Background: an optimization exercise with open tools, aiming at small area, a short achievable clock period and few clock cycles. Do not read the settings as production practice.
Only simulation tests tie the RTL to the original design; equivalence was not proved.
Power figures rest on the tool's default switching activity, not on a simulated workload.

### flow/config.mk
export PLATFORM = sky130hd
export DESIGN_NAME = periodic_can_frame_scheduler_core
export DESIGN_NICKNAME = periodic_can_frame_scheduler_core
export VERILOG_FILES = /design/flow/design.v
export SDC_FILE = /design/flow/constraint.sdc
export NUM_CORES = 4
export LEC_CHECK = 0
export CAP_MARGIN = 20
export CORE_MARGIN = 2
export CORE_UTILIZATION = 45
export SETUP_SLACK_MARGIN = 2.5
export SLEW_MARGIN = 20
### flow/constraint.sdc
create_clock -name core_clock -period 6.0 [get_ports {i_clk}]
set_input_delay 1.2000 -clock core_clock [delete_from_list [all_inputs] [get_ports {i_clk}]]
set_output_delay 1.2000 -clock core_clock [all_outputs]
set_load 0.01 [all_outputs]
### flow/design.v
package pcfs_pkg;
    localparam int TIME_W = 32;
    localparam int PER_W  = 14;
    localparam int ID_W   = 29;
    localparam int DATA_W = 64;
    localparam int KIND_W = 2;
    localparam int FRAME_W = 1 + ID_W + DATA_W;
    localparam int RAW_W   = 32;
    localparam int BUS_BIT = 29;
    localparam logic [PER_W-1:0] MIN_PERIOD = PER_W'(10);
    localparam int DEF_MAX_MSGS = 16;
    localparam logic [KIND_W-1:0] KIND_TICK  = 2'd0;
    localparam logic [KIND_W-1:0] KIND_ADD   = 2'd1;
    localparam logic [KIND_W-1:0] KIND_CLEAR = 2'd2;
endpackage
module pcfs_cell (
    input  logic                          i_clk,
    input  logic                          i_wr,
    input  logic [pcfs_pkg::PER_W-1:0]    i_wr_period,
    input  logic [pcfs_pkg::FRAME_W-1:0]  i_wr_frame,
    input  logic                          i_ls_wr,
    input  logic [pcfs_pkg::TIME_W-1:0]   i_ls_data,
    input  logic [pcfs_pkg::TIME_W-1:0]   i_t,
    input  logic [pcfs_pkg::TIME_W-pcfs_pkg::PER_W-1:0] i_t_hi_m1,
    output logic                          o_due,
    output logic [pcfs_pkg::FRAME_W-1:0]  o_frame
);
    localparam int LO = pcfs_pkg::PER_W;
    localparam int HI = pcfs_pkg::TIME_W - pcfs_pkg::PER_W;
    logic [pcfs_pkg::TIME_W-1:0]  r_last_sent;
    logic [pcfs_pkg::PER_W-1:0]   r_period;
    logic [pcfs_pkg::FRAME_W-1:0] r_frame;
    always_ff @(posedge i_clk) begin
        if (i_ls_wr) begin
            r_last_sent <= i_ls_data;
        end
    end
    always_ff @(posedge i_clk) begin
        if (i_wr) begin
            r_period <= i_wr_period;
            r_frame  <= i_wr_frame;
        end
    end
    function automatic logic carry_tree(input logic [15:0] g_in, input logic [15:0] p_in);
        logic [15:0] g, p;
        g = g_in;
        p = p_in;
        for (int w = 1; w < 16; w = w * 2) begin
            for (int i = 0; i + w < 16; i = i + 2 * w) begin
                g[i] = g[i + w] | (p[i + w] & g[i]);
                p[i] = p[i + w] & p[i];
            end
        end
        carry_tree = g[0];
    endfunction
    logic [LO-1:0] tl, ll, pp, s, cy;
    logic [15:0]   bg, bp, cg, cp;
    logic          borrow, c_top, eq0, eq1;
    always_comb begin
        tl = i_t[LO-1:0];
        ll = r_last_sent[LO-1:0];
        pp = r_period;
        bg = '0;
        bp = '1;
        for (int i = 0; i < LO; i++) begin
            bg[i] = ~tl[i] & ll[i];
            bp[i] = ~tl[i] | ll[i];
        end
        borrow = carry_tree(bg, bp);
        s  = tl ^ ~ll ^ ~pp;
        cy = (tl & ~ll) | (tl & ~pp) | (~ll & ~pp);
        cg = '0;
        cp = '1;
        cg[0] = s[0];
        for (int i = 1; i < LO; i++) begin
            cg[i] = s[i] & cy[i-1];
            cp[i] = s[i] | cy[i-1];
        end
        c_top = carry_tree(cg, cp);
    end
    assign eq0 = (i_t[pcfs_pkg::TIME_W-1:LO] == r_last_sent[pcfs_pkg::TIME_W-1:LO]);
    assign eq1 = (i_t_hi_m1 == r_last_sent[pcfs_pkg::TIME_W-1:LO]);
    assign o_due   = !(borrow ? (eq1 && !(cy[LO-1] | c_top))
                              : (eq0 && !(cy[LO-1] & c_top)));
    assign o_frame = r_frame;
endmodule
module periodic_can_frame_scheduler_core #(
    parameter int MAX_MSGS = pcfs_pkg::DEF_MAX_MSGS
) (
    input  logic                          i_clk,
    input  logic                          i_rst_n,
    input  logic                          start,
    output logic                          busy,
    input  logic [pcfs_pkg::KIND_W-1:0]   i_kind,
    input  logic [pcfs_pkg::TIME_W-1:0]   i_now_ms,
    input  logic                          i_ignition_on,
    input  logic [pcfs_pkg::RAW_W-1:0]    i_raw_id,
    input  logic [pcfs_pkg::PER_W-1:0]    i_period_ms,
    input  logic [pcfs_pkg::DATA_W-1:0]   i_payload,
    output logic                          o_strobe,
    output logic                          o_bus_select,
    output logic [pcfs_pkg::ID_W-1:0]     o_frame_id,
    output logic [pcfs_pkg::DATA_W-1:0]   o_frame_data,
    output logic                          o_last
);
    localparam int CNT_W = $clog2(MAX_MSGS + 1);
    localparam int TW    = pcfs_pkg::TIME_W;
    localparam int LO    = pcfs_pkg::PER_W;
    logic [CNT_W-1:0]             r_count;
    logic [TW-1:0]                r_t;
    logic                         r_dv;
    logic [MAX_MSGS-1:0]          r_due;
    logic [MAX_MSGS-1:0]          r_pend;
    logic                         r_ev1;
    logic                         r_ev2;
    logic                         r_busy;
    logic                         r_strobe;
    logic [MAX_MSGS-1:0]          r_rem;
    logic [pcfs_pkg::FRAME_W-1:0] r_frame;
    logic [MAX_MSGS-1:0]          due;
    logic [MAX_MSGS-1:0]          gt;
    logic [MAX_MSGS-1:0]          dfirst;
    logic [MAX_MSGS-1:0]          rfirst;
    logic [MAX_MSGS-1:0]          nsel;
    logic [MAX_MSGS-1:0]          sent;
    logic [TW-1:0]                t_m1;
    logic [TW-1:0]                t_m2;
    logic [TW-1:0]                t_exp;
    logic [TW-1:0]                ls_data;
    logic [TW-LO-1:0]             t_hi_m1;
    logic [pcfs_pkg::FRAME_W-1:0] frame_q [MAX_MSGS];
    logic [pcfs_pkg::FRAME_W-1:0] frame_nxt;
    logic [pcfs_pkg::PER_W-1:0]   wr_period;
    logic                         acc;
    logic                         tick_acc;
    logic                         add_acc;
    logic                         clr_acc;
    logic                         on_time;
    logic                         live;
    logic                         resolve;
    logic                         stream;
    assign acc       = start && !r_busy;
    assign tick_acc  = acc && (i_kind == pcfs_pkg::KIND_TICK);
    assign add_acc   = acc && (i_kind == pcfs_pkg::KIND_ADD) &&
                       (r_count < CNT_W'(MAX_MSGS));
    assign clr_acc   = acc && (i_kind == pcfs_pkg::KIND_CLEAR);
    assign live      = i_ignition_on && (r_count != '0);
    assign wr_period = (i_period_ms < pcfs_pkg::MIN_PERIOD) ? pcfs_pkg::MIN_PERIOD
                                                            : i_period_ms;
    assign t_m1    = r_t - TW'(1);
    assign t_m2    = r_t - TW'(2);
    assign t_exp   = r_dv ? t_m1 : r_t;
    assign t_hi_m1 = r_t[TW-1:LO] - (TW-LO)'(1);
    assign on_time = (i_now_ms == t_exp);
    assign resolve = r_ev2 || (tick_acc && live && r_dv && on_time);
    assign sent    = resolve ? r_due : '0;
    assign ls_data = i_rst_n ? t_m2 : '0;
    always_comb begin
        for (int k = 0; k < MAX_MSGS; k++) begin
            gt[k] = due[k] && (k < int'(r_count)) && !r_pend[k];
        end
    end
    assign dfirst = r_due & (~r_due + MAX_MSGS'(1));
    assign rfirst = r_rem & (~r_rem + MAX_MSGS'(1));
    for (genvar k = 0; k < MAX_MSGS; k++) begin : g_cell
        pcfs_cell u_cell (
            .i_clk       (i_clk),
            .i_wr        (add_acc && (r_count == CNT_W'(k))),
            .i_wr_period (wr_period),
            .i_wr_frame  ({i_raw_id[pcfs_pkg::BUS_BIT], i_raw_id[pcfs_pkg::ID_W-1:0],
                           i_payload}),
            .i_ls_wr     (r_pend[k] || !i_rst_n),
            .i_ls_data   (ls_data),
            .i_t         (r_t),
            .i_t_hi_m1   (t_hi_m1),
            .o_due       (due[k]),
            .o_frame     (frame_q[k])
        );
    end
    always_ff @(posedge i_clk) begin
        if (!i_rst_n) begin
            r_count <= '0;
        end else if (clr_acc) begin
            r_count <= '0;
        end else if (add_acc) begin
            r_count <= r_count + CNT_W'(1);
        end
    end
    always_ff @(posedge i_clk) begin
        if (!i_rst_n) begin
            r_t    <= '0;
            r_dv   <= 1'b0;
            r_due  <= '0;
            r_pend <= '0;
        end else begin
            r_pend <= sent;
            if (resolve) begin
                r_due <= gt & ~sent;
                r_t   <= r_t + TW'(1);
            end else if (r_ev1 || (tick_acc && !r_dv && on_time)) begin
                r_due <= gt;
                r_dv  <= 1'b1;
                r_t   <= r_t + TW'(1);
            end else if (tick_acc && !on_time) begin
                r_t   <= i_now_ms;
                r_dv  <= 1'b0;
            end else if (tick_acc) begin
                r_due <= gt;
                r_t   <= r_t + TW'(1);
            end else if (add_acc || clr_acc) begin
                r_t   <= t_exp;
                r_dv  <= 1'b0;
            end else if (!r_dv && !r_busy) begin
                r_due <= gt;
                r_dv  <= 1'b1;
                r_t   <= r_t + TW'(1);
            end
        end
    end
    always_ff @(posedge i_clk) begin
        if (!i_rst_n) begin
            r_ev1    <= 1'b0;
            r_ev2    <= 1'b0;
            r_busy   <= 1'b0;
            r_strobe <= 1'b0;
            r_rem    <= '0;
        end else begin
            r_ev1 <= 1'b0;
            r_ev2 <= 1'b0;
            if (resolve) begin
                r_rem    <= r_due & ~dfirst;
                r_strobe <= (r_due != '0);
                r_busy   <= ((r_due & ~dfirst) != '0);
            end else if (r_ev1 || (tick_acc && live)) begin
                r_ev1    <= tick_acc && !on_time;
                r_ev2    <= r_ev1 || on_time;
                r_rem    <= '0;
                r_strobe <= 1'b0;
                r_busy   <= 1'b1;
            end else begin
                r_rem    <= r_rem & ~rfirst;
                r_strobe <= (r_rem != '0);
                r_busy   <= ((r_rem & ~rfirst) != '0);
            end
        end
    end
    assign stream = r_busy && !r_ev1 && !r_ev2;
    assign nsel   = stream ? rfirst : dfirst;
    always_comb begin
        frame_nxt = '0;
        for (int k = 0; k < MAX_MSGS; k++) begin
            frame_nxt = frame_nxt | (nsel[k] ? frame_q[k] : '0);
        end
    end
    always_ff @(posedge i_clk) begin
        r_frame <= frame_nxt;
    end
    assign busy         = r_busy;
    assign o_strobe     = r_strobe;
    assign o_last       = !r_busy;
    assign o_bus_select = r_frame[pcfs_pkg::FRAME_W-1];
    assign o_frame_id   = r_frame[pcfs_pkg::DATA_W +: pcfs_pkg::ID_W];
    assign o_frame_data = r_frame[pcfs_pkg::DATA_W-1:0];
endmodule
### flow/run.sh
#!/bin/bash
# synth_recipe.tcl (not shown) runs the flow's synth.tcl, then flattens the netlist and writes it again
# the make line also repeats each setting of config.mk as NAME=value (left out here)
make -C /OpenROAD-flow-scripts/flow DESIGN_CONFIG=/design/flow/config.mk WORK_HOME=/design/flow/orfs CLKGATE_MAP_FILE= SYNTH_SCRIPT=/design/flow/synth_recipe.tcl finish
==> metrics.yaml, run 1 <==
yosys:
  synthFlopType: "edfxtp_1"
  synth_common_cells: "edfxtp_1 (2240), nand2_1 (771), inv_1 (574)"
  ys_ff_latch: 2423
  async_reset_ff_share_pct: 0
  yosysUniqueCellTypes: 99
  syn-instance-count: 8154
  yosysWarnings: 3
  synth_top_area_share_pct: 60.8
  synth.net_count: 8968
  syn-cell-area_sq_mm: 0.111
  syn_avg_cell_area_sq_um: 13.6
  synth_top_area_cell: "edfxtp_1"
  synth.most_common_cell: "edfxtp_1"
  ys_seq_area_share_pct: 64.1
  synthTopCellsByArea: "edfxtp_1 (61%), ha_1 (5.0%), fa_1 (4.1%)"
  synth_edf_count: 2240
die:
  row_count: 182
  initial_core_util_pct: 45.1
  dieArea_sq_mm: 0.250
  io_pins: 245
  fp.dieH_um: 500
  die_x_um: 500
  placeableCoreArea_sq_mm: 0.245
final_layout:
  fillers: 19845
  drive_gt1_share_pct: 16.8
  finalInstanceArea_sq_mm: 0.134
  final_util_pct: 54.6
  multi_input_area_sq_mm: 0.0399
  layout.cells.non_filler: 12233
  fin_nets: 9625
  syn_to_final_growth_pct: 21.1
  regArea_sq_mm: 0.0710
worst_setup_path:
  regToRegSetupSlack_ps: 2210
  path_buf_inv: 8
  crit_path_end_kind: "register"
  path_class: "register to register"
  critPathLaunchType: "register"
  critPathArrivalTime_ps: 4550
  critPathMaxFanout: 9
  slowest_stage: "dfxtp_4"
  path_cells: "inv_4 -> ha_4 -> buf_6 -> nor3b_4 -> buf_6 -> buf_6 -> nand4_1 -> nor2_4 -> buf_6 -> nor3b_1 -> nor4_1 -> nand4_1 -> nor3_2 -> buf_6 -> a31oi_4 -> buf_12 -> o22ai_4 -> buf_12 -> nor2_1 -> o31ai_1"
  path_common_cell: "buf_6"
  cpPeakStageDelay_ps: 380
  cp.required_ps: 6760
  path_delay_family: "simple AND/OR/NAND/NOR gates"
timing:
  setup_viol: 0
  fin_crit_sh_pct: 63.1
  drv_slew: 0
  grt_setup_unrepaired: "yes"
  final_hold_viol_count: 0
  max_freq_mhz: 264
  worst_slew_pin_slew_ps: 1230
  slew_headroom_pct: 18.0
  finalWorstSetupSlack_ps: 2210
  fin_setup_tns_ps: 0
  period_needed_ps: 3790
  clock_skew_ps: 90.3
  whs_ps: 394
clock_network:
  hold_buffers: 0
  cts_sinks: 2423
  cts_buffers: 280
  clk_latency_ps: 940
  cts_buffer_depth: 4
  cts-root-buf: "clkbuf_16"
  cts_tree: "yes"
  clk_pin_slew_ps: 60
  h-tree-depth: 5
power_and_ir_drop:
  power.density_mw_per_mm2: 316
  p_leak_nw: 49.6
  power_mw: 42.3
  vdd_drop_max_uv: 248
drt:
  drt-initial-drc-count: 7023
  wl_per_cell_um: 28.3
  routed_wl_um: 346000
  firstDrtPassIters: 5
  postRouteAntennaNets: 0
  drc_errors: 0
  route.vias.total: 72300
  via_per_inst: 5.91
run:
  drv_cap: 0
worst_hold_path:
  hp-class: "register to register"
place:
  dp_slack_ps: 910
  gp_congestion: 0.938
  postPlaceCellArea_sq_mm: 0.118
  dp_cells: 11504
  place.port_buffers: 242
  dp_hpwl_um: 197000
global_routing:
  grt_max_degree: 109
  grt_usage_pct: 27.1
  grt_overflow: 0
  antenna_found_initial: 18
  grt_pass1_vias: 72535
  grt_first_pass_wirelength_um: 497000
run_status:
  status: "complete, no violations"
==> tightest hold or removal path: cells and delay by family, from the launching register on <==
kind	cells	cell delay, ps
flops	1	320
compound gates	1	70
simple gates	1	50
==> where the power goes <==
| group | internal [mW] | leakage [nW] | total, mW | switching [mW] |
|---|---|---|---|---|
| Combinational | 2.48 | 23.2 | 6.73 | 4.25 |
| Clock | 9.48 | 4.17 | 16.1 | 6.63 |
| Sequential | 19.2 | 22.3 | 19.5 | 0.342 |
==> kinds of logic (layout without fill, tap and decap cells) <==
family / after synthesis / in the layout / share of synthesized area [%]
flops: 2423 / 2423 / 64.1
simple gates: 2186 / 2193 / 9.56
compound gates: 1251 / 1259 / 8.35
buf+inv: 937 / 1772 / 3.30
fa+ha+maj: 718 / 718 / 9.53
xor+xnor: 617 / 617 / 4.92
mux: 22 / 24 / 0.213
other cells: 0 / 7 / 0
==> final timing paths <==
kind	startpoint	end	depth (start not counted)
setup / recovery	r_t[1]$_SDFFE_PN0P_	r_t[4]$_SDFFE_PN0P_	20
hold / removal	g_cell[14].u_cell.r_frame[4]$_DFFE_PP_	r_frame[4]$_DFF_P_	2
hold reg to reg	g_cell[14].u_cell.r_frame[4]$_DFFE_PP_	r_frame[4]$_DFF_P_	2
setup reg to reg	r_t[1]$_SDFFE_PN0P_	r_t[4]$_SDFFE_PN0P_	20
==> timing repair <==
item,CTS,global route
cloned,50,4
pin swaps,269,140
setup buffers,168,23
endpoints found under the setup margin,806,202
gates resized for setup,753,225
==> layer usage <==
layer	track usage, %	up-vias	wire, um
li1	-	31396	-
met1	35.5	37063	139000
met2	44.6	3055	165000
met3	4.84	768	26500
met4	11.3	18	15900
met5	0	-	117
==> flip-flops by register name (all words and copies together), names as in the netlist, 5 cells and up <==
register	flops
g_cell.u_cell.r_frame	1504
g_cell.u_cell.r_last_sent	512
g_cell.u_cell.r_period	224
r_count	5
r_due	16
r_frame	94
r_pend	16
r_rem	15
r_t	32
==> area by class of cell <==
cell class              count  share of cell area, %
flip-flops and latches   2423                   53.0
well taps                3220                   3.01
inverters                 578                   1.65
repair buffers            717                   6.16
multi-input cells        4811                   29.8
clock buffers             360                   5.67
clock inverters           117                  0.692
diodes                      7                 0.0131
==> layout by cell type (no fill, tap or decap), types with 43 or more instances in the layout <==
cell and n:
a221o_1 198, clkbuf_16 289, fa_1 223, a21oi_2 56, buf_6 59, edfxtp_1 2240
nor3_1 86, nand4_1 98, o21ai_0 97, buf_4 270, xnor2_1 343, nand3_1 285
nand2b_1 60, nand2_4 76, a31oi_1 43, nand3_2 88, xor2_1 263, clkbuf_1 58
nor2_1 287, buf_12 83, ha_1 437, nor4_1 79, dfxtp_1 154, a221oi_1 185
clkdlybuf4s50_1 238, clkinv_1 53, nand2_1 674, and3_1 125, a21oi_1 229, inv_1 564
Testbench counts, summed over its fixed seeds: cycles 6,117.
==> inputs of run 2 (changes only) <==
--- a/flow/config.mk
+++ b/flow/config.mk
@@ -10,3 +10,2 @@
 export CORE_UTILIZATION = 45
-export SETUP_SLACK_MARGIN = 2.5
 export SLEW_MARGIN = 20
==> metrics.yaml, run 2 <==
final_layout:
  layout.cells.non_filler: 11980  # -2.1%
  regMostFlops: "g_cell.u_cell.r_frame"
  drive_gt1_share_pct: 8.67  # -8.2 points
  final_cell_mix: "edfxtp_1 (2240), nand2_1 (769), inv_1 (569), ha_1 (442), nand3_1 (380)"
  top_regs: "g_cell.u_cell.r_frame: 1504 flops, g_cell.u_cell.r_last_sent: 512 flops, g_cell.u_cell.r_period: 224 flops"
  largest_register_ffs: 1504  # unchanged
  final_common_cell: "edfxtp_1"
  syn_to_final_growth_pct: 14.7
  fin_nets: 9375  # -2.6%
drt:
  postRouteAntennaNets: 0  # unchanged
  wl_per_cell_um: 26.9  # -4.9%
  drc_errors: 0  # unchanged
  drt-initial-drc-count: 6715  # -4.4%
  route.vias.total: 70066  # -3.1%
  firstDrtPassIters: 5  # unchanged
  routed_wl_um: 323000  # -6.9%
  via_per_inst: 5.85  # -1.0%
worst_setup_path:
  crit_path_end_kind: "register"
  path_class: "register to register"
  path_delay_family: "simple AND/OR/NAND/NOR gates"
  critPathLaunchType: "register"
  timing.rr.end: "r_t[4]$_SDFFE_PN0P_"
  regToRegSetupSlack_ps: 840  # -1370 ps
  path_buf_inv: 2  # -6
  path_common_cell: "or3_1"
  cp.required_ps: 6820  # +60 ps
  r2r_cells: 14  # -30%
  critPathArrivalTime_ps: 5980  # +1430 ps
  crit_start: "r_t[1]$_SDFFE_PN0P_"
  path_cells: "inv_1 -> ha_1 -> nor3b_1 -> a41oi_1 -> or3_1 -> a22o_1 -> nor4_1 -> nand4_1 -> nor3_2 -> buf_4 -> or3_1 -> o21ai_0 -> o31a_1 -> o31ai_1"
  slowest_stage: "nor3b_1"
  cp_num_cells: 14  # -30%
  timing.rr.start: "r_t[1]$_SDFFE_PN0P_"
  critPathMaxFanout: 13  # +4
  crit_path_end: "r_t[4]$_SDFFE_PN0P_"
  cpPeakStageDelay_ps: 570  # +190 ps
die:
  row_count: 182  # unchanged
  placeableCoreArea_sq_mm: 0.245  # unchanged
  die_x_um: 500  # unchanged
  io_pins: 245  # unchanged
  initial_core_util_pct: 45.1  # unchanged
  dieArea_sq_mm: 0.250  # unchanged
  fp.dieH_um: 500  # unchanged
timing:
  drv_slew: 0  # unchanged
  max_freq_mhz: 194  # -27%
  fin_crit_sh_pct: 86.0  # +23 points
  worst_slew_pin_slew_ps: 1130  # -97.5 ps
  clock_skew_ps: 77.4  # -12.9 ps
  grt_setup_unrepaired: "no"
  period_needed_ps: 5160  # +1370 ps
  setup_viol: 0  # unchanged
  final_hold_viol_count: 0  # unchanged
  slew_headroom_pct: 23.9  # +5.9 points
  finalWorstSetupSlack_ps: 841  # -1370 ps
power_and_ir_drop:
  vdd_drop_max_uv: 238  # -4.0%
  power_mw: 41.7  # -1.6%
  p_int_mw: 30.8  # -1.0%
  power_frac_comb_pct: 14.5  # -1.4 points
  seq_power_share_pct: 46.7  # +0.7 points
  power_frac_clock_pct: 38.8  # +0.7 points
  switching_share_pct: 26.1  # -0.45 points
  p_leak_nw: 46.0  # -7.4%
  power.density_mw_per_mm2: 329  # +4.0%
  power.switching_mw: 10.9  # -3.3%
clock_network:
  ctsResizeCount: 0  # -100%
  cts_buffer_depth: 4  # unchanged
  cts_buffers: 281  # +0.36%
  cts_sinks: 2423  # unchanged
  h-tree-depth: 5  # unchanged
  cts-root-buf: "clkbuf_16"
  clk_pin_slew_ps: 60  # about the same
  clk_latency_ps: 950  # about the same
  post_cts_buffers: 0  # -100%
  hold_buffers: 0  # unchanged
  cts_tree: "yes"
global_routing:
  grt_max_degree: 109  # unchanged
  grt_usage_pct: 25.5  # -1.6 points
  grt_pass1_vias: 70205  # -3.2%
  grt_overflow: 0  # unchanged
  antenna_found_initial: 19  # +1
  grt_first_pass_wirelength_um: 470000  # -5.5%
yosys:
  synth_top_area_share_pct: 60.8  # unchanged
  syn-instance-count: 8154  # unchanged
  syn-cell-area_sq_mm: 0.111  # unchanged
  yosysWarnings: 3  # unchanged
  synth_common_cells: "edfxtp_1 (2240), nand2_1 (771), inv_1 (574)"
  synth.most_common_cell: "edfxtp_1"
  synth.net_count: 8968  # unchanged
  syn_avg_cell_area_sq_um: 13.6  # unchanged
  synthFlopType: "edfxtp_1"
  synth_top_area_cell: "edfxtp_1"
  synth_edf_count: 2240  # unchanged
  async_reset_ff_share_pct: 0  # unchanged
  yosysUniqueCellTypes: 99  # unchanged
  synthTopCellsByArea: "edfxtp_1 (61%), ha_1 (5.0%), fa_1 (4.1%)"
  ys_seq_area_share_pct: 64.1  # unchanged
  ys_ff_latch: 2423  # unchanged
place:
  dp_hpwl_um: 198000  # +0.48%
  place.port_buffers: 242  # unchanged
  dp_slack_ps: 908  # -1.72 ps
  gp_congestion: 0.924  # -1.5%
  dp_cells: 11496  # -0.070%
run:
  drv_cap: 0  # unchanged
run_status:
  status: "complete, no violations"
worst_hold_path:
  hp-class: "register to register"
  hold_depth: 2  # unchanged
run 2: cell types whose count changed in the layout (fill, tap and decap cells not counted), moves of 35 or more:
cell     previous run  this run
nand3_1           285       380
nand2_4            76         2
buf_6              59         1
buf_12             83        36
a21oi_2            56         1
a21oi_1           229       310
nand3_2            88         0
nand2_1           674       769
buf_16             36         1
buf_4             270       203
run 2: layout make-up:
| type | count | area (sq um) |
|---|---|---|
| Antenna cell | 5 | 12.5 |
| Clock buffer | 371 | 7640 |
| Clock inverter | 106 | 902 |
| Fill cell | 20267 | 118000 |
| Inverter | 578 | 2170 |
| Multi-Input combinational cell | 4794 | 36400 |
| Sequential cell | 2423 | 70900 |
| Tap cell | 3220 | 4030 |
| Timing Repair Buffer | 483 | 4700 |
run 2: cell families (layout without fill, tap and decap cells):
kind of cell / Yosys count / after routing / synth area share [%]
DFF: 2423 / 2423 / 64.1
other: 0 / 5 / 0
xor gates and xnor gates: 617 / 617 / 4.92
buffers and inverters: 937 / 1538 / 3.30
AOI/OAI and AO/OA: 1251 / 1251 / 8.35
and+or+nand+nor: 2186 / 2186 / 9.56
adders and majority gates: 718 / 718 / 9.53
muxes: 22 / 22 / 0.213
run 2: worst min path at each step:
| stage | start | end | slack (ps) |
|---|---|---|---|
| global route | g_cell[14].u_cell.r_frame[4]$_DFFE_PP_ | r_frame[4]$_DFF_P_ | 460 |
| CTS | g_cell[15].u_cell.r_frame[56]$_DFFE_PP_ | r_frame[56]$_DFF_P_ | 450 |
| floorplan | g_cell[14].u_cell.r_frame[0]$_DFFE_PP_ | r_frame[0]$_DFF_P_ | 430 |
| finish | g_cell[15].u_cell.r_frame[56]$_DFFE_PP_ | r_frame[56]$_DFF_P_ | 440 |
| detailed placement | g_cell[15].u_cell.r_frame[12]$_DFFE_PP_ | r_frame[12]$_DFF_P_ | 440 |
| global placement | g_cell[13].u_cell.r_frame[7]$_DFFE_PP_ | r_frame[7]$_DFF_P_ | 440 |
run 2: power by group through the flow:
| stage | logic (mW) | clock network (mW) | registers [mW] |
|---|---|---|---|
| 3_3_place_gp | 5.84 | 0 | 19.8 |
| 6_report | 6.04 | 16.1 | 19.5 |
| 5_1_grt | 6.50 | 17.1 | 19.5 |
| 3_5_place_dp | 5.93 | 0 | 19.8 |
| 4_1_cts | 5.97 | 16.4 | 19.5 |
| 2_1_floorplan | 3.54 | 0 | 19.8 |
run 2: routing by layer:
metal  wire length (um)  up-vias  GRT usage (%)
met1             132000    35746           34.0
met5                 80        -              0
li1                   -    30811              -
met3              23800      606           4.07
met4              11200       14           8.62
met2             155000     2889           42.5
run 2: worst min-delay path, cell delays in order, from the launching register on:
cell	delay, ps
edfxtp_1	320
nand2_1	40
nand3_1	70
run 2: stage by stage:
stage               hold WS, ps  area [sq um]  TNS [ps]  util (%)
finish                      444        127000         0      51.7
CTS                         449        127000         0      51.7
global placement            437        118000         0      48.2
detailed placement          439        118000         0      48.2
floorplan                   427        111000   -670190         -
global route                465        127000         0      51.7
==> inputs of run 3 (changes only) <==
--- a/flow/design.v
+++ b/flow/design.v
@@ -110,2 +110,3 @@
     logic [TW-1:0]                r_t;
+    logic [TW-1:0]                r_exp;
     logic                         r_dv;
@@ -125,5 +126,3 @@
     logic [MAX_MSGS-1:0]          sent;
-    logic [TW-1:0]                t_m1;
-    logic [TW-1:0]                t_m2;
-    logic [TW-1:0]                t_exp;
+    logic [TW-1:0]                t_sent;
     logic [TW-1:0]                ls_data;
@@ -149,10 +148,8 @@
                                                             : i_period_ms;
-    assign t_m1    = r_t - TW'(1);
-    assign t_m2    = r_t - TW'(2);
-    assign t_exp   = r_dv ? t_m1 : r_t;
+    assign t_sent  = r_exp - TW'(1);
     assign t_hi_m1 = r_t[TW-1:LO] - (TW-LO)'(1);
-    assign on_time = (i_now_ms == t_exp);
+    assign on_time = (i_now_ms == r_exp);
     assign resolve = r_ev2 || (tick_acc && live && r_dv && on_time);
     assign sent    = resolve ? r_due : '0;
-    assign ls_data = i_rst_n ? t_m2 : '0;
+    assign ls_data = i_rst_n ? t_sent : '0;
     always_comb begin
@@ -191,2 +188,3 @@
             r_t    <= '0;
+            r_exp  <= '0;
             r_dv   <= 1'b0;
@@ -199,2 +197,3 @@
                 r_t   <= r_t + TW'(1);
+                r_exp <= r_t;
             end else if (r_ev1 || (tick_acc && !r_dv && on_time)) begin
@@ -205,2 +204,3 @@
                 r_t   <= i_now_ms;
+                r_exp <= i_now_ms;
                 r_dv  <= 1'b0;
@@ -209,4 +209,5 @@
                 r_t   <= r_t + TW'(1);
+                r_exp <= r_t;
             end else if (add_acc || clr_acc) begin
-                r_t   <= t_exp;
+                r_t   <= r_exp;
                 r_dv  <= 1'b0;
--- a/flow/config.mk
+++ b/flow/config.mk
@@ -10,2 +10,3 @@
 export CORE_UTILIZATION = 45
+export SETUP_SLACK_MARGIN = 2.5
 export SLEW_MARGIN = 20
==> metrics.yaml, run 3 <==
place:
  place.port_buffers: 242  # unchanged
  gp_congestion: 0.926  # +0.16%
  dp_hpwl_um: 198000  # +0.24%
yosys:
  yosysWarnings: 3  # unchanged
  synth.most_common_cell: "edfxtp_1"
  synth.net_count: 8271  # -7.8%
  yosysUniqueCellTypes: 96  # -3.0%
  syn_avg_cell_area_sq_um: 14.6  # +7.3%
  syn-cell-area_sq_mm: 0.109  # -1.8%
  async_reset_ff_share_pct: 0  # unchanged
  synthFlopType: "edfxtp_1"
  syn-instance-count: 7460  # -8.5%
  synth_top_area_cell: "edfxtp_1"
  synth_common_cells: "edfxtp_1 (2240), inv_1 (523), ha_1 (439)"
  ys_seq_area_share_pct: 65.9  # +1.8 points
  ys_ff_latch: 2455  # +1.3%
  synth_edf_count: 2240  # unchanged
  synthTopCellsByArea: "edfxtp_1 (62%), ha_1 (5.1%), fa_1 (4.1%)"
  synth_top_area_share_pct: 62.0  # +1.1 points
worst_setup_path:
  slowest_stage: "nand4_1"
  cp.required_ps: 6790  # -30 ps
  critPathMaxFanout: 11  # -2
  crit_path_end_kind: "register"
  cpPeakStageDelay_ps: 530  # -40 ps
  critPathLaunchType: "register"
  path_common_cell: "buf_4"
  path_class: "register to register"
  regToRegSetupSlack_ps: 2340  # +1500 ps
  r2r_cells: 12  # -2
  path_cells: "inv_4 -> ha_4 -> or3b_4 -> buf_4 -> nor3_2 -> buf_4 -> xnor2_1 -> a2111oi_4 -> nand4_1 -> mux2i_2 -> o211ai_1 -> a32o_1"
  timing.rr.start: "r_t[14]$_SDFFE_PN0P_"
  timing.rr.end: "r_due[8]$_SDFFE_PN0P_"
  critPathArrivalTime_ps: 4460  # -1520 ps
power_and_ir_drop:
  p_leak_nw: 45.8  # -0.36%
  power.density_mw_per_mm2: 318  # -3.3%
  vdd_drop_max_uv: 224  # -5.7%
clock_network:
  cts_tree: "yes"
  cts_buffer_depth: 4  # unchanged
  hold_buffers: 0  # unchanged
  cts-root-buf: "clkbuf_16"
  cts_sinks: 2455  # +1.3%
  clk_latency_ps: 970  # +20 ps
  h-tree-depth: 5  # unchanged
  clk_pin_slew_ps: 60  # about the same
  cts_buffers: 281  # unchanged
final_layout:
  top_regs: "g_cell.u_cell.r_frame: 1504 flops, g_cell.u_cell.r_last_sent: 512 flops, g_cell.u_cell.r_period: 224 flops"
  final_cell_mix: "edfxtp_1 (2240), inv_1 (509), ha_1 (438), nand2_1 (389), xnor2_1 (298)"
  fin_nets: 8841  # -5.7%
  largest_register_ffs: 1504  # unchanged
  syn_to_final_growth_pct: 17.4
  final_util_pct: 53.1  # +1.4 points
  regMostFlops: "g_cell.u_cell.r_frame"
  final_common_cell: "edfxtp_1"
  drive_gt1_share_pct: 12.0  # +3.3 points
  fillers: 19555  # -3.5%
drt:
  firstDrtPassIters: 8  # +3
  postRouteAntennaNets: 0  # unchanged
  routed_wl_um: 339000  # +5.2%
  drc_errors: 0  # unchanged
  wl_per_cell_um: 29.7  # +10%
  route.vias.total: 68757  # -1.9%
  via_per_inst: 6.02  # +3.0%
  drt-initial-drc-count: 8768  # +31%
worst_hold_path:
  hp-class: "register to register"
  min-delay-start: "g_cell[13].u_cell.r_frame[44]$_DFFE_PP_"
  hold_depth: 2  # unchanged
  whs_endpoint: "r_frame[44]$_DFF_P_"
die:
  row_count: 180  # -1.1%
  io_pins: 245  # unchanged
  placeableCoreArea_sq_mm: 0.240  # -2.0%
  die_x_um: 495  # -0.91%
  initial_core_util_pct: 45.2  # +0.086 points
  dieArea_sq_mm: 0.245  # -1.8%
  fp.dieH_um: 495  # -0.91%
timing:
  final_hold_viol_count: 0  # unchanged
  worst_slew_pin_slew_ps: 1180  # +45.5 ps
  period_needed_ps: 3660  # -1500 ps
  max_freq_mhz: 273  # +41%
  whs_ps: 454  # +10.1 ps
  fin_setup_tns_ps: 0  # unchanged
  slew_headroom_pct: 21.5  # -2.4 points
  drv_slew: 0  # unchanged
  fin_crit_sh_pct: 61.0  # -25 points
  setup_viol: 0  # unchanged
  grt_setup_unrepaired: "yes"
  clock_skew_ps: 75.8  # -1.52 ps
run_status:
  status: "complete, no violations"
global_routing:
  grt_pass1_vias: 67969  # -3.2%
  grt_max_degree: 109  # unchanged
  grt_usage_pct: 26.9  # +1.4 points
  grt_first_pass_wirelength_um: 476000  # +1.4%
  antenna_found_initial: 20  # +1
  grt_overflow: 0  # unchanged
run:
  drv_cap: 0  # unchanged
run 3: changes by cell type after synthesis, sizes merged, moves of 52 or more:
cell and change:
nand3 -215, and3 -98, a22oi +226, a221oi -86, a222oi +283, nor2 -111
nand2 -377, o21ai +52, a221o -193, inv -53
run 3: power by group:
part / switching, mW / internal (mW) / leakage, nW
logic: 3.03 / 1.78 / 19.1
clock network: 6.62 / 9.58 / 4.18
registers: 0.301 / 19.2 / 22.5
run 3: cells by family (layout without fill, tap and decap cells):
logic type	Yosys count	in the layout	share of synthesized area, %
AOI/OAI and AO/OA	1473	1478	10.2
xor gates and xnor gates	560	560	4.52
adders and majority gates	735	735	9.85
buffers and inverters	871	1627	3.10
DFF	2455	2455	65.9
muxes	19	19	0.176
other	0	5	0
and+or+nand+nor	1347	1348	6.29
run 3: layer usage:
metal	global-route usage [%]	part of all wire [%]
met4	10.6	4.3
met5	0	0.029
met2	43.4	47
met3	4.73	9.0
met1	36.4	40
run 3: timing repair:
| item | 4_1_cts | 5_1_grt |
|---|---|---|
| cloned | 12 | 8 |
| setup buffers | 50 | 76 |
| pin swaps | 27 | 44 |
| resized for setup | 170 | 133 |
| endpoints found under the setup margin | 525 | 261 |
run 3: layout make-up:
class	instances	area (sq um)	share of cell area (%)
clock buffers	384	7750	6.07
clock inverters	91	806	0.632
inverters	523	2020	1.59
diodes	5	12.5	0.00981
multi-input cells	4140	34900	27.3
well taps	3185	3990	3.13
repair buffers	629	6470	5.07
flip-flops and latches	2455	71600	56.2
run 3: stage by stage:
step / setup WS (ps) / cells / instance area, sq um / total power [mW]
finish: 2340 / 11412 / 128000 / 40.5
global route: 2370 / 11408 / 128000 / 41.7
CTS: 2300 / 11323 / 126000 / 40.5
detailed placement: 1040 / 10786 / 116000 / 24.2
global placement: 1120 / 10786 / 116000 / 24.1
floorplan: 1090 / 7460 / 109000 / 22.3
run 3: worst max-delay path, delay by kind of cell (launching register included):
kind	cells	cell delay, ps
AO/OA/AOI/OAI	3	740
adder cells (fa/ha/maj)	1	140
AND/OR/NAND/NOR	3	1130
buffers and inverters	3	550
XOR/XNOR	1	160
multiplexers	1	440
flip-flops	1	380
run 3: how the worst max path moves through the flow:
stage	slack, ps	cells after the start	startpoint	end
after floorplan	1090	5	start	g_cell[13].u_cell.r_frame[0]$_DFFE_PP_
after global placement	1120	10	i_now_ms[10]	r_due[2]$_SDFFE_PN0P_
after detailed placement	1040	10	i_now_ms[10]	r_due[2]$_SDFFE_PN0P_
after CTS	2300	12	r_t[14]$_SDFFE_PN0P_	r_due[8]$_SDFFE_PN0P_
after global routing	2370	14	r_t[14]$_SDFFE_PN0P_	r_due[8]$_SDFFE_PN0P_
final	2340	12	r_t[14]$_SDFFE_PN0P_	r_due[8]$_SDFFE_PN0P_
==> inputs of run 4 (changes only) <==
--- a/flow/design.v
+++ b/flow/design.v
@@ -111,2 +111,3 @@
     logic [TW-1:0]                r_exp;
+    logic [TW-LO-1:0]             r_t_hi_m1;
     logic                         r_dv;
@@ -128,3 +129,2 @@
     logic [TW-1:0]                ls_data;
-    logic [TW-LO-1:0]             t_hi_m1;
     logic [pcfs_pkg::FRAME_W-1:0] frame_q [MAX_MSGS];
@@ -149,3 +149,2 @@
     assign t_sent  = r_exp - TW'(1);
-    assign t_hi_m1 = r_t[TW-1:LO] - (TW-LO)'(1);
     assign on_time = (i_now_ms == r_exp);
@@ -171,3 +170,3 @@
             .i_t         (r_t),
-            .i_t_hi_m1   (t_hi_m1),
+            .i_t_hi_m1   (r_t_hi_m1),
             .o_due       (due[k]),
@@ -218,2 +217,17 @@
             end
+        end
+    end
+    always_ff @(posedge i_clk) begin
+        if (!i_rst_n) begin
+            r_t_hi_m1 <= '1;
+        end else if (resolve || r_ev1 || (!tick_acc && !add_acc && !clr_acc &&
+                                          !r_dv && !r_busy) ||
+                     (tick_acc && on_time)) begin
+            if (r_t[LO-1:0] == '1) begin
+                r_t_hi_m1 <= r_t[TW-1:LO];
+            end
+        end else if (tick_acc) begin
+            r_t_hi_m1 <= i_now_ms[TW-1:LO] - (TW-LO)'(1);
+        end else if (add_acc || clr_acc) begin
+            r_t_hi_m1 <= r_exp[TW-1:LO] - (TW-LO)'(1);
         end
--- a/flow/config.mk
+++ b/flow/config.mk
@@ -10,3 +10,3 @@
 export CORE_UTILIZATION = 45
-export SETUP_SLACK_MARGIN = 2.5
+export SETUP_SLACK_MARGIN = 3.0
 export SLEW_MARGIN = 20
==> metrics.yaml, run 4 <==
global_routing:
  grt_pass1_vias: 70334  # +3.5%
  grt_first_pass_wirelength_um: 501000  # +5.1%
  grt_max_degree: 95  # -13%
  antenna_found_initial: 37  # +85%
  grt_usage_pct: 28.0  # +1.0 points
  grt_overflow: 0  # unchanged
worst_setup_path:
  critPathLaunchType: "register"
  timing.rr.end: "r_due[7]$_SDFFE_PN0P_"
  crit_path_end_kind: "register"
  regToRegSetupSlack_ps: 2350  # about the same
  path_class: "register to register"
  crit_path_end: "r_due[7]$_SDFFE_PN0P_"
  timing.rr.start: "r_t[0]$_SDFFE_PN0P_"
  critPathArrivalTime_ps: 4520  # +60 ps
  r2r_cells: 12  # unchanged
  critPathMaxFanout: 4  # -7
  cp.required_ps: 6870  # +80 ps
  crit_start: "r_t[0]$_SDFFE_PN0P_"
clock_network:
  hold_buffers: 0  # unchanged
  cts_tree: "yes"
  cts_buffers: 285  # +1.4%
  h-tree-depth: 5  # unchanged
  cts-root-buf: "clkbuf_16"
  cts_sinks: 2473  # +0.73%
  clk_latency_ps: 940  # -30 ps
  clk_pin_slew_ps: 60  # about the same
  cts_buffer_depth: 4  # unchanged
yosys:
  synth.most_common_cell: "edfxtp_1"
  synth_common_cells: "edfxtp_1 (2240), inv_1 (511), ha_1 (438)"
  synth_top_family_by_area: "adder cells"
  synth_compound_area_share_pct: 9.71  # -0.44 points
  yosys.area_share.xor_xnor_pct: 5.19  # +0.67 points
  ys_ff_latch: 2473  # +0.73%
  synth_fa_ha_area_share_pct: 9.88  # +0.026 points
  syn-instance-count: 7528  # +0.91%
  synth.net_count: 8338  # +0.81%
  async_reset_ff_share_pct: 0  # unchanged
  synthFlopType: "edfxtp_1"
  syn_avg_cell_area_sq_um: 14.5  # about the same
  synthMuxAreaShare_pct: 0.320  # +0.14 points
  ys_seq_area_share_pct: 65.7  # -0.21 points
  synth_edf_count: 2240  # unchanged
  yosysWarnings: 3  # unchanged
  yosysUniqueCellTypes: 80  # -17%
  synth_top_area_cell: "edfxtp_1"
  synthTopCellsByArea: "edfxtp_1 (61%), ha_1 (5.0%), dfxtp_1 (4.3%)"
  synthSimpleGateAreaFrac_pct: 6.08  # -0.20 points
  syn-cell-area_sq_mm: 0.109  # +0.83%
  synth_top_area_share_pct: 61.4  # -0.51 points
final_layout:
  fin_nets: 9016  # +2.0%
  fillers: 19224  # -1.7%
  top_regs: "g_cell.u_cell.r_frame: 1504 flops, g_cell.u_cell.r_last_sent: 512 flops, g_cell.u_cell.r_period: 224 flops"
  largest_register_ffs: 1504  # unchanged
  finalInstanceArea_sq_mm: 0.132  # +3.9%
  final_cell_mix: "edfxtp_1 (2240), inv_1 (499), ha_1 (437), nand2_1 (350), xnor2_1 (332)"
  multi_input_area_sq_mm: 0.0360  # +3.3%
  final_common_cell: "edfxtp_1"
  drive_gt1_share_pct: 15.7  # +3.8 points
  syn_to_final_growth_pct: 21.0
  layout.cells.non_filler: 11629  # +1.9%
  regMostFlops: "g_cell.u_cell.r_frame"
  regArea_sq_mm: 0.0720  # +0.59%
timing:
  grt_setup_unrepaired: "yes"
  slew_headroom_pct: 24.6  # +3.1 points
  fin_crit_sh_pct: 60.8  # -0.23 points
  final_hold_viol_count: 0  # unchanged
  max_freq_mhz: 274  # +0.37%
  fin_setup_tns_ps: 0  # unchanged
  drv_slew: 0  # unchanged
  period_needed_ps: 3650  # -13.6 ps
  setup_viol: 0  # unchanged
  worst_slew_pin_slew_ps: 1130  # -47.1 ps
  clock_skew_ps: 68.4  # -7.46 ps
drt:
  wl_per_cell_um: 30.6  # +2.9%
  via_per_inst: 6.06  # +0.53%
  drt-initial-drc-count: 8849  # +0.92%
  postRouteAntennaNets: 0  # unchanged
  drc_errors: 0  # unchanged
  routed_wl_um: 356000  # +4.9%
  route.vias.total: 70436  # +2.4%
  firstDrtPassIters: 9  # +1
worst_hold_path:
  hp-class: "register to register"
run_status:
  status: "complete, no violations"
run:
  drv_cap: 0  # unchanged
power_and_ir_drop:
  power.density_mw_per_mm2: 306  # -3.5%
  vdd_drop_max_uv: 260  # +16%
  p_leak_nw: 48.2  # +5.1%
place:
  gp_congestion: 0.920  # -0.60%
  dp_cells: 10831  # +0.42%
  postPlaceCellArea_sq_mm: 0.117  # +0.81%
  place.port_buffers: 242  # unchanged
  dp_hpwl_um: 193000  # -2.4%
die:
  fp.dieH_um: 497  # +0.41%
  placeableCoreArea_sq_mm: 0.243  # +0.93%
  io_pins: 245  # unchanged
  initial_core_util_pct: 45.1  # -0.046 points
  die_x_um: 497  # +0.41%
  row_count: 181  # +0.56%
  dieArea_sq_mm: 0.247  # +0.82%
-- run 4: cell count changes in the layout (fill, tap and decap cells not counted), sizes merged, moves of 35 or more --
cell           previous run  this run
a222oi                  285       193
dlygate4sd2               2       112
nand2b                   78        42
a22oi                   243        42
a221oi                  124        13
clkdlybuf4s50           236       109
nand4                    72       107
a221o                     5       294
xnor2                   302       340
o21ai                   177       218
buf                     374       506
xor2                    258       309
nand3                   165       250
-- run 4: how the worst min path moves through the flow --
stage | endpoint | slack [ps] | start | depth (start not counted)
after floorplan | r_frame[0]$_DFF_P_ | 450 | g_cell[15].u_cell.r_frame[0]$_DFFE_PP_ | 1
after global placement | r_t_hi_m1[8]$_SDFFE_PN1P_ | 450 | r_t_hi_m1[8]$_SDFFE_PN1P_ | 2
after detailed placement | r_t_hi_m1[0]$_SDFFE_PN1P_ | 450 | r_t_hi_m1[0]$_SDFFE_PN1P_ | 2
after CTS | r_frame[39]$_DFF_P_ | 460 | g_cell[14].u_cell.r_frame[39]$_DFFE_PP_ | 1
after global routing | r_t_hi_m1[0]$_SDFFE_PN1P_ | 480 | r_t_hi_m1[0]$_SDFFE_PN1P_ | 2
final | r_frame[39]$_DFF_P_ | 460 | g_cell[14].u_cell.r_frame[39]$_DFFE_PP_ | 1
-- run 4: cell type report --
cell class                      instances  area share [%]
Clock buffer                          374            5.96
Timing Repair Buffer                  758            6.96
Sequential cell                      2473            54.4
Multi-Input combinational cell       4177            27.2
Inverter                              511            1.49
Clock inverter                        121           0.984
Tap cell                             3202            3.02
Antenna cell                           13          0.0246
-- run 4: kinds of logic (layout without fill, tap and decap cells) --
family                     count (synthesis)  count (layout)
DFF                                     2473            2473
xor gates and xnor gates                 649             649
AOI/OAI and AO/OA                       1388            1390
muxes                                     35              35
adders and majority gates                747             747
and+or+nand+nor                         1348            1356
other                                      0              13
buffers and inverters                    888            1764
-- run 4: worst max-delay path: stages (launching register included) --
cell and delay, ps:
dfxtp_4 430, inv_8 80, buf_4 140, fa_1 480, maj3_2 320, maj3_2 310
maj3_2 310, maj3_2 340, maj3_2 350, o21ai_4 260, a2111oi_4 120, a41oi_4 270
a22o_1 170
-- run 4: stage by stage --
stage / setup slack, ps / total power, mW / utilization, % / hold slack [ps]
after CTS: 2290 / 40.6 / 54.1 / 456
after floorplan: 833 / 21.8 / - / 448
after global routing: 2310 / 41.8 / 54.6 / 482
after detailed placement: 1210 / 23.2 / 48.3 / 454
final: 2350 / 40.6 / 54.6 / 464
after global placement: 1240 / 23.1 / 48.3 / 448
-- run 4: metal layers --
layer	GRT usage [%]	wire length, um
met5	0	195
met4	12.5	16800
met3	5.85	34800
met2	44.6	166000
met1	36.9	138000
-- run 4: repair_timing --
item | 4_1_cts | 5_1_grt
setup endpoints to repair | 2221 | 472
setup buffers | 149 | 72
resized for setup | 642 | 161
gates cloned | 58 | 10
pin swaps | 203 | 146
-- run 4: power breakdown --
part | total, mW | switching (mW) | leakage, nW | internal (mW)
registers | 19.7 | 0.393 | 22.7 | 19.3
logic | 3.66 | 2.21 | 20.9 | 1.45
clock network | 17.3 | 6.89 | 4.52 | 10.4
total | 40.6 | 9.49 | 48.2 | 31.1
Testbench counts of run 4, summed over its fixed seeds: cycles 6,117.
==> inputs of run 5 (changes only) <==
--- a/flow/config.mk
+++ b/flow/config.mk
@@ -9,4 +9,4 @@
 export CORE_MARGIN = 2
-export CORE_UTILIZATION = 45
+export CORE_UTILIZATION = 55
 export SETUP_SLACK_MARGIN = 3.0
-export SLEW_MARGIN = 20
+export SLEW_MARGIN = 40
==> metrics.yaml, run 5 <==
final_layout:
  regMostFlops: "g_cell.u_cell.r_frame"
  drive_gt1_share_pct: 16.0  # +0.21 points
  largest_register_ffs: 1504  # unchanged
  final_cell_mix: "edfxtp_1 (2240), inv_1 (497), ha_1 (436), nand2_1 (337), xnor2_1 (335)"
  fillers: 14032  # -27%
  top_regs: "g_cell.u_cell.r_frame: 1504 flops, g_cell.u_cell.r_last_sent: 512 flops, g_cell.u_cell.r_period: 224 flops"
  syn_to_final_growth_pct: 19.9
  final_common_cell: "edfxtp_1"
  fin_nets: 8997  # -0.21%
yosys:
  synth_top_area_cell: "edfxtp_1"
  ys_seq_area_share_pct: 65.7  # unchanged
  synth_top_area_share_pct: 61.4  # unchanged
  synth.most_common_cell: "edfxtp_1"
  yosysWarnings: 3  # unchanged
  synthFlopType: "edfxtp_1"
  yosysUniqueCellTypes: 80  # unchanged
  synth_edf_count: 2240  # unchanged
  ys_ff_latch: 2473  # unchanged
  synth_common_cells: "edfxtp_1 (2240), inv_1 (511), ha_1 (438)"
  synthTopCellsByArea: "edfxtp_1 (61%), ha_1 (5.0%), dfxtp_1 (4.3%)"
  syn_avg_cell_area_sq_um: 14.5  # unchanged
  async_reset_ff_share_pct: 0  # unchanged
  syn-instance-count: 7528  # unchanged
  synth.net_count: 8338  # unchanged
  syn-cell-area_sq_mm: 0.109  # unchanged
drt:
  via_per_inst: 6.39  # +5.5%
  drt-initial-drc-count: 8888  # +0.44%
  met3WireLength_um: 33100  # -4.8%
  route.vias.total: 70446  # +0.014%
  drc_errors: 0  # unchanged
  postRouteAntennaNets: 0  # unchanged
  wl_per_cell_um: 32.6  # +6.5%
  route.met2.wl_um: 171000  # +3.2%
  firstDrtPassIters: 6  # -3
  drt-met1-wl_um: 134000  # -3.0%
  routed.top_layer: "met5"
  routed_wl_um: 360000  # +1.0%
clock_network:
  cts_buffer_depth: 4  # unchanged
  clk_pin_slew_ps: 70  # about the same
  clk_latency_ps: 940  # about the same
  cts-root-buf: "clkbuf_16"
  h-tree-depth: 5  # unchanged
  cts_buffers: 279  # -2.1%
  cts_tree: "yes"
  hold_buffers: 0  # unchanged
  cts_sinks: 2473  # unchanged
timing:
  max_freq_mhz: 274  # +0.16%
  grt_setup_unrepaired: "yes"
  setup_viol: 0  # unchanged
  final_hold_viol_count: 0  # unchanged
  fin_setup_tns_ps: 0  # unchanged
  worst_slew_pin_slew_ps: 925  # -206 ps
  period_needed_ps: 3640  # -5.84 ps
  slew_headroom_pct: 38.3  # +14 points
  fin_crit_sh_pct: 60.7  # -0.097 points
  clock_skew_ps: 63.8  # -4.59 ps
  drv_slew: 0  # unchanged
  finalWorstSetupSlack_ps: 2360  # +5.84 ps
worst_setup_path:
  cpPeakStageDelay_ps: 530  # +50 ps
  timing.rr.start: "r_t[1]$_SDFFE_PN0P_"
  critPathArrivalTime_ps: 4500  # -20 ps
  cp_num_cells: 13  # +1
  regToRegSetupSlack_ps: 2360  # about the same
  slowest_stage: "fa_1"
  critPathMaxFanout: 5  # +1
  path_common_cell: "maj3_2"
  r2r_cells: 13  # +1
  timing.rr.end: "r_due[1]$_SDFFE_PN0P_"
  path_buf_inv: 3  # +1
  crit_path_end: "r_due[1]$_SDFFE_PN0P_"
  cp.required_ps: 6850  # -20 ps
  path_cells: "buf_12 -> buf_4 -> fa_1 -> inv_1 -> maj3_2 -> maj3_2 -> maj3_2 -> maj3_2 -> maj3_2 -> o21ai_4 -> a31oi_4 -> a221oi_2 -> a22o_1"
  critPathLaunchType: "register"
  crit_start: "r_t[1]$_SDFFE_PN0P_"
  path_delay_family: "adder cells"
  path_class: "register to register"
  crit_path_end_kind: "register"
global_routing:
  grt_overflow: 0  # unchanged
  grt_first_pass_wirelength_um: 498000  # -0.55%
  antenna_found_initial: 23  # -38%
  grt_pass1_vias: 69824  # -0.73%
  grt_max_degree: 109  # +15%
  grt_usage_pct: 34.3  # +6.4 points
power_and_ir_drop:
  vdd_drop_max_uv: 337  # +29%
  p_leak_nw: 47.7  # -1.0%
  power.density_mw_per_mm2: 303  # -1.1%
die:
  dieArea_sq_mm: 0.203  # -18%
  fp.dieH_um: 450  # -9.5%
  die_x_um: 450  # -9.5%
  initial_core_util_pct: 55.4  # +10 points
  io_pins: 245  # unchanged
  placeableCoreArea_sq_mm: 0.198  # -19%
  row_count: 163  # -9.9%
place:
  dp_slack_ps: 1030  # -174 ps
  dp_hpwl_um: 191000  # -1.1%
  gp_congestion: 0.939  # +2.0%
  place.port_buffers: 242  # unchanged
run_status:
  status: "complete, no violations"
worst_hold_path:
  hp-class: "register to register"
run:
  drv_cap: 0  # unchanged
[run 5: worst min-delay path by stage]
stage	startpoint	endpoint	slack, ps	cells past startpoint
global route	g_cell[14].u_cell.r_frame[78]$_DFFE_PP_	r_frame[78]$_DFF_P_	480	1
global placement	r_t_hi_m1[13]$_SDFFE_PN1P_	r_t_hi_m1[13]$_SDFFE_PN1P_	450	2
finish	g_cell[15].u_cell.r_frame[84]$_DFFE_PP_	r_frame[84]$_DFF_P_	460	1
detailed placement	g_cell[15].u_cell.r_frame[38]$_DFFE_PP_	r_frame[38]$_DFF_P_	460	1
CTS	g_cell[15].u_cell.r_frame[84]$_DFFE_PP_	r_frame[84]$_DFF_P_	470	1
floorplan	g_cell[15].u_cell.r_frame[0]$_DFFE_PP_	r_frame[0]$_DFF_P_	450	1
[run 5: area by class of cell]
class / instances / area, sq um / share of cell area, %
Inverter: 511 / 2000 / 1.53
Clock buffer: 389 / 7860 / 5.99
Sequential cell: 2473 / 72000 / 54.9
Antenna cell: 5 / 12.5 / 0.00953
Tap cell: 2640 / 3300 / 2.52
Timing Repair Buffer: 751 / 9010 / 6.86
Multi-Input combinational cell: 4171 / 36300 / 27.7
Clock inverter: 85 / 752 / 0.573
[run 5: repair_timing]
item / 4_1_cts / 5_1_grt
buffers inserted: 134 / 68
resized for setup: 676 / 235
setup endpoints to repair: 2197 / 1046
pin swaps: 230 / 187
cloned: 46 / 25
[run 5: where the power goes]
group / internal [mW] / switching, mW / total [mW] / leakage [nW]
clock network: 9.65 / 6.67 / 16.3 / 4.20
registers: 19.3 / 0.407 / 19.7 / 22.7
logic: 1.49 / 2.28 / 3.77 / 20.8
total: 30.4 / 9.35 / 39.8 / 47.7
[run 5: per-layer routing]
metal	vias to the layer above	global-route usage (%)
met5	-	0
met1	36094	44.5
met4	26	16.5
li1	29741	-
met2	3752	56.5
met3	833	5.85
[run 5: logic make-up (layout without fill, tap and decap cells)]
| logic type | count (synthesis) | count (layout) | synth area share [%] |
|---|---|---|---|
| multiplexers | 35 | 35 | 0.320 |
| AO/OA/AOI/OAI | 1388 | 1389 | 9.71 |
| XOR/XNOR | 649 | 649 | 5.19 |
| flip-flops | 2473 | 2473 | 65.7 |
| AND/OR/NAND/NOR | 1348 | 1351 | 6.08 |
| adder cells (fa/ha/maj) | 747 | 747 | 9.88 |
| other | 0 | 5 | 0 |
| buffers and inverters | 888 | 1736 | 3.11 |
[run 5: metrics by stage]
step                      power, mW  hold slack [ps]  utilization [%]  instances  area, sq um
after global routing           40.9              483             66.4      11022       131000
after global placement         23.2              446             58.8      10268       116000
final                          39.8              463             66.4      11025       131000
after detailed placement       23.3              455             59.0      10273       117000
after CTS                      39.8              468             65.5      10927       129000
after floorplan                21.8              448                -       7528       110000
==> inputs of run 6 (changes only) <==
--- a/flow/design.v
+++ b/flow/design.v
@@ -158,4 +158,24 @@
     end
-    assign dfirst = r_due & (~r_due + MAX_MSGS'(1));
-    assign rfirst = r_rem & (~r_rem + MAX_MSGS'(1));
+    function automatic logic [MAX_MSGS-1:0] first_one(input logic [MAX_MSGS-1:0] v);
+        logic [MAX_MSGS-1:0] below;
+        below = v;
+        for (int w = 1; w < MAX_MSGS; w = w * 2) begin
+            below = below | (below << w);
+        end
+        first_one = v & ~(below << 1);
+    endfunction
+    function automatic logic two_or_more(input logic [MAX_MSGS-1:0] v);
+        logic [MAX_MSGS-1:0] any, two;
+        any = v;
+        two = '0;
+        for (int w = 1; w < MAX_MSGS; w = w * 2) begin
+            for (int i = 0; i + w < MAX_MSGS; i = i + 2 * w) begin
+                two[i] = two[i] | two[i + w] | (any[i] & any[i + w]);
+                any[i] = any[i] | any[i + w];
+            end
+        end
+        two_or_more = two[0];
+    endfunction
+    assign dfirst = first_one(r_due);
+    assign rfirst = first_one(r_rem);
     for (genvar k = 0; k < MAX_MSGS; k++) begin : g_cell
@@ -247,3 +267,3 @@
                 r_strobe <= (r_due != '0);
-                r_busy   <= ((r_due & ~dfirst) != '0);
+                r_busy   <= two_or_more(r_due);
             end else if (r_ev1 || (tick_acc && live)) begin
@@ -257,3 +277,3 @@
                 r_strobe <= (r_rem != '0);
-                r_busy   <= ((r_rem & ~rfirst) != '0);
+                r_busy   <= two_or_more(r_rem);
             end
--- a/flow/config.mk
+++ b/flow/config.mk
@@ -9,4 +9,4 @@
 export CORE_MARGIN = 2
-export CORE_UTILIZATION = 55
-export SETUP_SLACK_MARGIN = 3.0
-export SLEW_MARGIN = 40
+export CORE_UTILIZATION = 45
+export SETUP_SLACK_MARGIN = 2.5
+export SLEW_MARGIN = 20
==> metrics.yaml, run 6 <==
final_layout:
  top_regs: "g_cell.u_cell.r_frame: 1504 flops, g_cell.u_cell.r_last_sent: 512 flops, g_cell.u_cell.r_period: 224 flops"
  multi_input_area_sq_mm: 0.0349  # -4.0%
  regArea_sq_mm: 0.0720  # about the same
  final_cell_mix: "edfxtp_1 (2240), inv_1 (506), ha_1 (437), nand2_1 (347), xor2_1 (345)"
  drive_gt1_share_pct: 11.1  # -4.9 points
  final_util_pct: 52.7  # -14 points
  syn_to_final_growth_pct: 16.4
  fin_nets: 8688  # -3.4%
  largest_register_ffs: 1504  # unchanged
  layout.cells.non_filler: 11274  # +2.3%
  final_common_cell: "edfxtp_1"
  regMostFlops: "g_cell.u_cell.r_frame"
  finalInstanceArea_sq_mm: 0.127  # -3.3%
  fillers: 19610  # +40%
clock_network:
  clk_pin_slew_ps: 60  # about the same
  cts_tree: "yes"
  cts_buffer_depth: 4  # unchanged
  clk_latency_ps: 960  # +20 ps
  cts-root-buf: "clkbuf_16"
  cts_sinks: 2473  # unchanged
  hold_buffers: 0  # unchanged
  cts_buffers: 282  # +1.1%
  h-tree-depth: 5  # unchanged
die:
  placeableCoreArea_sq_mm: 0.241  # +22%
  die_x_um: 496  # +10%
  initial_core_util_pct: 45.3  # -10 points
  dieArea_sq_mm: 0.246  # +22%
  row_count: 180  # +10%
  io_pins: 245  # unchanged
  fp.dieH_um: 496  # +10%
run:
  drv_cap: 0  # unchanged
worst_setup_path:
  critPathMaxFanout: 17  # +12
  crit_path_end_kind: "register"
  critPathArrivalTime_ps: 4350  # -150 ps
  critPathLaunchType: "input pin"
  cp.required_ps: 6820  # -30 ps
  path_class: "input pin to register"
yosys:
  ys_ff_latch: 2473  # unchanged
  synth_top_area_share_pct: 61.7  # +0.21 points
  ys_seq_area_share_pct: 65.9  # +0.23 points
  synth_fa_ha_area_share_pct: 9.56  # -0.31 points
  synthFlopType: "edfxtp_1"
  synthSimpleGateAreaFrac_pct: 6.53  # +0.45 points
  synth_top_family_by_area: "adder cells"
  synth_common_cells: "edfxtp_1 (2240), inv_1 (518), ha_1 (438)"
  syn_avg_cell_area_sq_um: 14.7  # +1.0%
  synthTopCellsByArea: "edfxtp_1 (62%), ha_1 (5.0%), dfxtp_1 (4.3%)"
  synth.most_common_cell: "edfxtp_1"
  synth.net_count: 8238  # -1.2%
  yosysUniqueCellTypes: 91  # +14%
  syn-instance-count: 7428  # -1.3%
  yosys.area_share.xor_xnor_pct: 5.25  # +0.058 points
  yosysWarnings: 3  # unchanged
  synth_compound_area_share_pct: 9.23  # -0.48 points
  syn-cell-area_sq_mm: 0.109  # -0.35%
  synth_top_area_cell: "edfxtp_1"
  synthMuxAreaShare_pct: 0.378  # +0.058 points
  async_reset_ff_share_pct: 0  # unchanged
  synth_edf_count: 2240  # unchanged
power_and_ir_drop:
  power.density_mw_per_mm2: 313  # +3.4%
  p_leak_nw: 44.4  # -6.8%
  vdd_drop_max_uv: 295  # -12%
drt:
  drc_errors: 0  # unchanged
  via_per_inst: 6.05  # -5.4%
  drt-initial-drc-count: 8507  # -4.3%
  route.vias.total: 68168  # -3.2%
  postRouteAntennaNets: 0  # unchanged
  firstDrtPassIters: 9  # +3
  routed_wl_um: 336000  # -6.4%
  wl_per_cell_um: 29.8  # -8.5%
place:
  place.port_buffers: 242  # unchanged
  gp_congestion: 0.920  # -2.0%
  dp_hpwl_um: 200000  # +4.6%
  dp_cells: 10717  # +4.3%
  postPlaceCellArea_sq_mm: 0.117  # +0.11%
timing:
  final_hold_viol_count: 0  # unchanged
  worst_slew_pin_slew_ps: 1170  # +249 ps
  period_needed_ps: 3530  # -114 ps
  fin_crit_sh_pct: 58.8  # -1.9 points
  slew_headroom_pct: 21.7  # -17 points
  clock_skew_ps: 86.5  # +22.7 ps
  setup_viol: 0  # unchanged
  grt_setup_unrepaired: "yes"
  drv_slew: 0  # unchanged
  fin_setup_tns_ps: 0  # unchanged
  max_freq_mhz: 283  # +3.2%
worst_hold_path:
  hp-class: "register to register"
global_routing:
  grt_pass1_vias: 67902  # -2.8%
  grt_max_degree: 95  # -13%
  antenna_found_initial: 32  # +39%
  grt_first_pass_wirelength_um: 476000  # -4.4%
  grt_overflow: 0  # unchanged
  grt_usage_pct: 26.8  # -7.6 points
run_status:
  status: "complete, no violations"
[run 6: layer usage]
metal / GRT usage, % / wire, um / vias up
li1: - / - / 29081
met1: 35.8 / 135000 / 35005
met2: 43.1 / 158000 / 3401
met3: 6.03 / 31800 / 649
met4: 9.15 / 11500 / 32
met5: 0 / 217 / -
[run 6: kinds of logic (layout without fill, tap and decap cells)]
kind of cell | after synthesis | in the layout
muxes | 41 | 41
DFF | 2473 | 2473
adders and majority gates | 709 | 709
other | 0 | 11
and+or+nand+nor | 1384 | 1390
buffers and inverters | 892 | 1534
xor gates and xnor gates | 654 | 654
AOI/OAI and AO/OA | 1275 | 1277
[run 6: report_power, final]
part	leakage [nW]	total [mW]	internal (mW)	switching [mW]
registers	22.7	19.8	19.4	0.480
logic	17.6	3.71	1.43	2.28
clock network	4.19	16.2	9.51	6.74
total	44.4	39.8	30.3	9.50
[run 6: final timing paths]
kind | start | endpoint | slack [ps] | cells past startpoint
setup / recovery | start | r_due[11]$_SDFFE_PN0P_ | 2470 | 10
hold / removal | g_cell[14].u_cell.r_frame[11]$_DFFE_PP_ | r_frame[11]$_DFF_P_ | 430 | 2
hold reg to reg | g_cell[14].u_cell.r_frame[11]$_DFFE_PP_ | r_frame[11]$_DFF_P_ | 430 | 2
setup reg to reg | r_t[13]$_SDFFE_PN0P_ | r_due[9]$_SDFFE_PN0P_ | 2500 | 7
[run 6: critical path, cell delays in order]
cell and delay [ps]:
clkdlybuf4s50_1 610, or4b_1 460, buf_4 240, o41ai_4 500, buf_6 220, nor2b_1 90, nor2_4 250, o21ai_0 360
o21a_1 290, a31oi_1 120
[run 6: final cells by class]
| type | instances | area share, % |
|---|---|---|
| sequential | 2473 | 56.7 |
| clock inverter | 115 | 0.727 |
| antenna | 11 | 0.0217 |
| inverter | 518 | 1.57 |
| timing repair buffer | 532 | 4.34 |
| multi-input combinational | 4071 | 27.5 |
| clock buffer | 369 | 6.01 |
| tap | 3185 | 3.14 |
[run 6: timing repair]
item | 4_1_cts | 5_1_grt
setup buffers | 29 | 18
resized for setup | 171 | 100
cloned | 8 | 6
endpoints found under the setup margin | 355 | 394
pin swaps | 24 | 27
[run 6: metrics by stage]
| stage | hold slack (ps) | setup WS (ps) | power, mW |
|---|---|---|---|
| finish | 431 | 2470 | 39.8 |
| global route | 467 | 2410 | 41.0 |
| detailed placement | 434 | 939 | 23.7 |
| CTS | 439 | 2160 | 39.9 |
| global placement | 431 | 888 | 23.6 |
| floorplan | 421 | 775 | 22.1 |
Testbench counts of run 6, summed over its fixed seeds: cycles 6,117.

separate check: timing with driven ports:
How much do the figures lean on ideal ports? The routed layouts below were timed once more, with nothing changed but the port constraints.
Step 1 assumes that a clkbuf_16 drives the clock port and a buf_2 every other input.
Step 2 moves the port delays by t, midway between the first and last clock arrival at a register: inputs arrive t later, outputs are due t later. That takes back most of the time a late clock gives input paths.
Three values: no drivers, after step 1, after step 2; two values: the first two.
run | t (ns) | setup WS [ns] | cell pins on the clock port's net
run 1 | 0.984 | 2.214 / 2.214 / 1.365 | 1
run 2 | 1.006 | 0.841 / 0.841 / 0.665 | 1
run 3 | 1.028 | 2.338 / 2.338 / 1.516 | 1
run 4 | 1.018 | 2.351 / 2.351 / 1.999 | 1
run 5 | 1.010 | 2.357 / 2.357 / 1.884 | 1
run 6 | 1.008 | 2.471 / 2.499 / 1.527 | 1
After both steps setup and hold are still met in every run listed. The setup slack of run 6, which loses most, moves by +0.028 ns with the drivers and by -0.944 ns with both steps.
